This design comes from an exercise in tuning for small area and few clock cycles on the open sky130 flow, not from production work. In this exercise RTL edits were held to simulation tests only and were not proved equivalent to the original. The flow treats the clock pin as an ideal source. Dropping or thinning the clock tree relies on that and would not hold on a real chip.

==> flow/design.v (excerpt) <==
module vlsu_load_top #(
  parameter int unsigned NrLanes   = vlsu_pkg::NrLanesDef,
  parameter int unsigned MetaDepth = 2,
  parameter int unsigned LaneDepth = 4
) (
  input  logic                       clk_i,
  input  logic                       rst_ni,
  input  logic                       axi_r_valid_i,
  output logic                       axi_r_ready_o,
  input  logic [32:0]                axi_r_i,
  input  logic                       txn_valid_i,
  output logic                       txn_ready_o,
  input  logic [16:0]                txn_i,
  input  logic                       meta_valid_i,
  output logic                       meta_ready_o,
  input  logic [9:0]                 meta_i,
  output logic                       wb_valid_o,
  input  logic                       wb_ready_i,
  output logic [23:0]                wb_o,
  output logic [$clog2(NrLanes)-1:0] wb_lane_o
);
Settings: LEC_CHECK=0, CAP_MARGIN=20, CORE_MARGIN=2, CORE_UTILIZATION=40, PLACE_DENSITY=0.6, SLEW_MARGIN=20; clock period 10.0 ns.
standard.sh (not shown) runs the stock make flow with config.mk's settings and CLKGATE_MAP_FILE= SYNTH_SCRIPT=/design/flow/synth_recipe.tcl, a recipe that flattens the netlist after the stock synthesis.
==> flow/flow/run.sh <==
#!/bin/bash
# Standard ORFS layout with three changes: ABC maps the logic with its
# area-oriented mapper (flow/abc_area.script in place of abc_speed.script),
# the port buffers are made of the smallest buffer cell, and the clock tree
# is built from clkbuf_8 cells without dummy loads.
set -euo pipefail
rm -rf scripts_abc
cp -r "$FLOW_HOME/scripts" scripts_abc
cp flow/abc_area.script scripts_abc/abc_speed.script
bash standard.sh SCRIPTS_DIR="$PWD/scripts_abc" \
  BUFFER_PORTS_ARGS="-buffer_cell sky130_fd_sc_hd__buf_1" \
  CTS_ARGS="-sink_clustering_enable -repair_clock_nets -dont_use_dummy_load -root_buf sky130_fd_sc_hd__clkbuf_8 -buf_list sky130_fd_sc_hd__clkbuf_8 -sink_clustering_size 64 -sink_clustering_max_diameter 2000 -sink_clustering_levels 1" \
  finish > standard_flow.log 2>&1
==> flow/flow/abc_area.script <==
strash
dch
amap
strash
dch
amap
Testbench counts at the start, summed over its fixed seeds: cycles 14,178.
Then changed:
--- a/flow/flow/run.sh
+++ b/flow/flow/run.sh
@@ -10,4 +10,4 @@
 bash standard.sh SCRIPTS_DIR="$PWD/scripts_abc" \
   BUFFER_PORTS_ARGS="-buffer_cell sky130_fd_sc_hd__buf_1" \
-  CTS_ARGS="-sink_clustering_enable -repair_clock_nets -dont_use_dummy_load -root_buf sky130_fd_sc_hd__clkbuf_8 -buf_list sky130_fd_sc_hd__clkbuf_8 -sink_clustering_size 64 -sink_clustering_max_diameter 2000 -sink_clustering_levels 1" \
+  CTS_ARGS="-sink_clustering_enable -repair_clock_nets -dont_use_dummy_load -root_buf sky130_fd_sc_hd__clkbuf_8 -buf_list sky130_fd_sc_hd__clkbuf_8 -sink_clustering_size 30 -sink_clustering_max_diameter 200" \
   finish > standard_flow.log 2>&1
--- a/flow/config.mk
+++ b/flow/config.mk
@@ -9,4 +9,5 @@
 export CORE_MARGIN = 2
 export CORE_UTILIZATION = 40
+export GPL_TIMING_DRIVEN = 0
 export PLACE_DENSITY = 0.6
 export SLEW_MARGIN = 20
- The changed run produced a clean layout
- via count grows by a few percent
- setup slack loses 540 ps
- worst hold slack is about the same
- core utilization went up by 0.42 points
- die area is unchanged
- routed wire length went up by a few percent

* * *

## build 93
vlsu_load_top, a different RTL version from the one above (not shown whole).
Size: about 250 cells after synthesis, roughly 25 flip-flops, about 96 I/O pins, ~2100 sq um of cells after synthesis.
clock: 10.0 ns
lec_check: 0
cap_margin: 20
core_margin: 2
core_utilization: 60
gpl_timing_driven: 0
place_density: 0.8
slew_margin: 20
==> flow/flow/run.sh <==
#!/bin/bash
# Standard ORFS layout with three changes: ABC maps the logic with its
# area-oriented mapper (flow/abc_area.script in place of abc_speed.script),
# the port buffers are made of the smallest buffer cell, and the clock is
# distributed by a single clkbuf_16 at the centre of the registers
# (flow/one_clkbuf.tcl, run as the PRE_CTS_TCL hook) instead of a tree.
set -euo pipefail
rm -rf scripts_abc
cp -r "$FLOW_HOME/scripts" scripts_abc
cp flow/abc_area.script scripts_abc/abc_speed.script
bash standard.sh SCRIPTS_DIR="$PWD/scripts_abc" \
  BUFFER_PORTS_ARGS="-buffer_cell sky130_fd_sc_hd__buf_1" \
  PRE_CTS_TCL="$PWD/flow/one_clkbuf.tcl" ONE_CLKBUF_CELL=sky130_fd_sc_hd__clkbuf_16 RECOVER_POWER=100 \
  finish > standard_flow.log 2>&1
==> flow/flow/one_clkbuf.tcl <==
# Pre-CTS hook: the design has few registers, so one clock buffer placed at
# the centre of the registers drives them all, in place of TritonCTS's tree.
set block [ord::get_db_block]
set dbu [$block getDbUnitsPerMicron]
set clk_net [$block findNet clk_i]
set sx 0
set sy 0
set n 0
foreach it [$clk_net getITerms] {
  lassign [[$it getInst] getLocation] x y
  set sx [expr {$sx + $x}]
  set sy [expr {$sy + $y}]
  incr n
}
set cx [expr {double($sx) / $n / $dbu}]
set cy [expr {double($sy) / $n / $dbu}]
puts "one_clkbuf: $n clock sinks, buffer at ($cx, $cy)"
insert_buffer -buffer_cell $::env(ONE_CLKBUF_CELL) -net clk_i \
  -location [list $cx $cy] -buffer_name clkbuf_root -net_name clknet_root
rename clock_tree_synthesis tritoncts_unused
proc clock_tree_synthesis { args } {
  puts "one_clkbuf: clock tree is the single root buffer"
  set_propagated_clock [all_clocks]
}
Scripts as last shown in full above: flow/flow/abc_area.script
Testbench counts of build 93, summed over its fixed seeds: cycles 14,178.
For build 19, these inputs were changed with respect to build 93:
==> flow/flow/run.sh <==
#!/bin/bash
# Standard ORFS layout with four changes: ABC maps the logic with its
# area-oriented mapper (flow/abc_area.script in place of abc_speed.script),
# the port buffers are made of the smallest buffer cell, and the clock is
# distributed by a single buf_12 at the centre of the registers
# (flow/one_clkbuf.tcl, run as the PRE_CTS_TCL hook) instead of a tree;
# after global routing, cells with spare slack are downsized (RECOVER_POWER).
set -euo pipefail
rm -rf scripts_abc
cp -r "$FLOW_HOME/scripts" scripts_abc
cp flow/abc_area.script scripts_abc/abc_speed.script
bash standard.sh SCRIPTS_DIR="$PWD/scripts_abc" \
  BUFFER_PORTS_ARGS="-buffer_cell sky130_fd_sc_hd__buf_1" \
  PRE_CTS_TCL="$PWD/flow/one_clkbuf.tcl" ONE_CLKBUF_CELL=sky130_fd_sc_hd__buf_12 RECOVER_POWER=100 \
  finish > standard_flow.log 2>&1
Notes after the runs:
- The average via count per standard cell in build 19 sits about 2% above the value recorded for build 93.
- Summary — amount of wire on met3 after detailed routing, build 19 relative to build 93: lower, by 12%.
- Build 19 ended with more routed wire length than build 93.
- Going from build 93 to build 19, number of fillers in the final layout shrinks by about 1%.
- Delta (build 19 minus build 93): register-to-register slack fell by 0.25 ns; count of cell instances traversed by the critical path fell by 2; setup slack fell by 0.33 ns.
--- input diff build 19..build 64 ---
==> flow/flow/run.sh <==
#!/bin/bash
# Standard ORFS layout with three changes: ABC maps the logic with its
# area-oriented mapper (flow/abc_area.script in place of abc_speed.script),
# the port buffers are made of the smallest buffer cell, and the clock is
# distributed by a single clkbuf_16 at the centre of the registers
# (flow/one_clkbuf.tcl, run as the PRE_CTS_TCL hook) instead of a tree.
set -euo pipefail
rm -rf scripts_abc
cp -r "$FLOW_HOME/scripts" scripts_abc
cp flow/abc_area.script scripts_abc/abc_speed.script
bash standard.sh SCRIPTS_DIR="$PWD/scripts_abc" \
  BUFFER_PORTS_ARGS="-buffer_cell sky130_fd_sc_hd__buf_1" \
  PRE_CTS_TCL="$PWD/flow/one_clkbuf.tcl" ONE_CLKBUF_CELL=sky130_fd_sc_hd__clkbuf_16 \
  finish > standard_flow.log 2>&1
[summary]
Looking at routed via count across build 64 and build 19, the one that comes out higher is build 19. Build 64 against build 19: area overhead of the layout relative to synthesis increased 0.54 points; wire length the detailed router placed on met1 fell 130 um. Between build 64 and build 19, the all-layer global routing usage does not differ in any meaningful way.
For build 76, these inputs were changed with respect to build 64:
==> flow/flow/run.sh <==
#!/bin/bash
# Standard ORFS layout with four changes: ABC maps the logic with its
# area-oriented mapper (flow/abc_area.script in place of abc_speed.script),
# the port buffers are made of the smallest buffer cell, and the clock is
# distributed by a single clkbuf_16 at the centre of the registers
# (flow/one_clkbuf.tcl, run as the PRE_CTS_TCL hook) instead of a tree;
# after global routing, cells with spare slack are downsized (RECOVER_POWER).
set -euo pipefail
rm -rf scripts_abc
cp -r "$FLOW_HOME/scripts" scripts_abc
cp flow/abc_area.script scripts_abc/abc_speed.script
bash standard.sh SCRIPTS_DIR="$PWD/scripts_abc" \
  BUFFER_PORTS_ARGS="-buffer_cell sky130_fd_sc_hd__buf_1" \
  PRE_CTS_TCL="$PWD/flow/one_clkbuf.tcl" ONE_CLKBUF_CELL=sky130_fd_sc_hd__clkbuf_16 RECOVER_POWER=100 \
  finish > standard_flow.log 2>&1
### Flow results
In build 76 the synthesis-to-layout area growth turned out 0.30 points lower than in build 64. Build 76 went all the way through the flow, and no timing, DRC or antenna check failed. Status: final clock period utilization by the worst path parity (build 64, build 76). Compared with build 64, build 76 improves worst setup slack. Diff build 64 -> build 76: first-iteration DRC count -0.95%; timing-limited maximum frequency ~0 delta; hold slack -0.0054 ns; total length of routed wires ~0 delta.
No run of this note takes its clock network from TritonCTS; it comes from the design's own scripts or RTL.

==> port drivers added, routing unchanged <==
Ports are ideal in the flow. The routed layouts listed here were re-timed in OpenROAD.
Step 1 (the two cells are an assumption about what drives the block):
set clk [get_ports {clk_i}]
set_driving_cell -lib_cell sky130_fd_sc_hd__clkbuf_16 $clk
set_driving_cell -lib_cell sky130_fd_sc_hd__buf_2 [delete_from_list [all_inputs] $clk]
Step 2 moves the port delays by t, midway between the first and last clock arrival at a register: inputs arrive t later, outputs are due t later. That takes back most of the time a late clock gives input paths.
Slacks: no drivers / after step 1 / after step 2; pairs: no drivers / after step 1.
| run | t (ns) | setup WS [ns] | clock arrival spread, ns |
|---|---|---|---|
| the first run of note 1 | 0.302 | 1.195 / 1.169 / 1.169 | 0.015 / 0.015 |
| the second run of note 1 | 0.301 | 0.654 / 0.626 / 0.626 | 0.011 / 0.011 |
| build 93 | 0.189 | 1.052 / 1.030 / 1.030 | 0.003 / 0.003 |
| build 19 | 0.169 | 0.726 / 0.703 / 0.703 | 0.003 / 0.003 |
| build 64 | 0.188 | 1.039 / 1.017 / 1.017 | 0.003 / 0.003 |
| build 76 | 0.189 | 1.052 / 1.030 / 1.030 | 0.003 / 0.003 |
After both steps setup and hold are still met in every run listed. The setup slack of the second run of note 1, which loses most, moves by -0.028 ns with the drivers and by -0.028 ns with both steps.
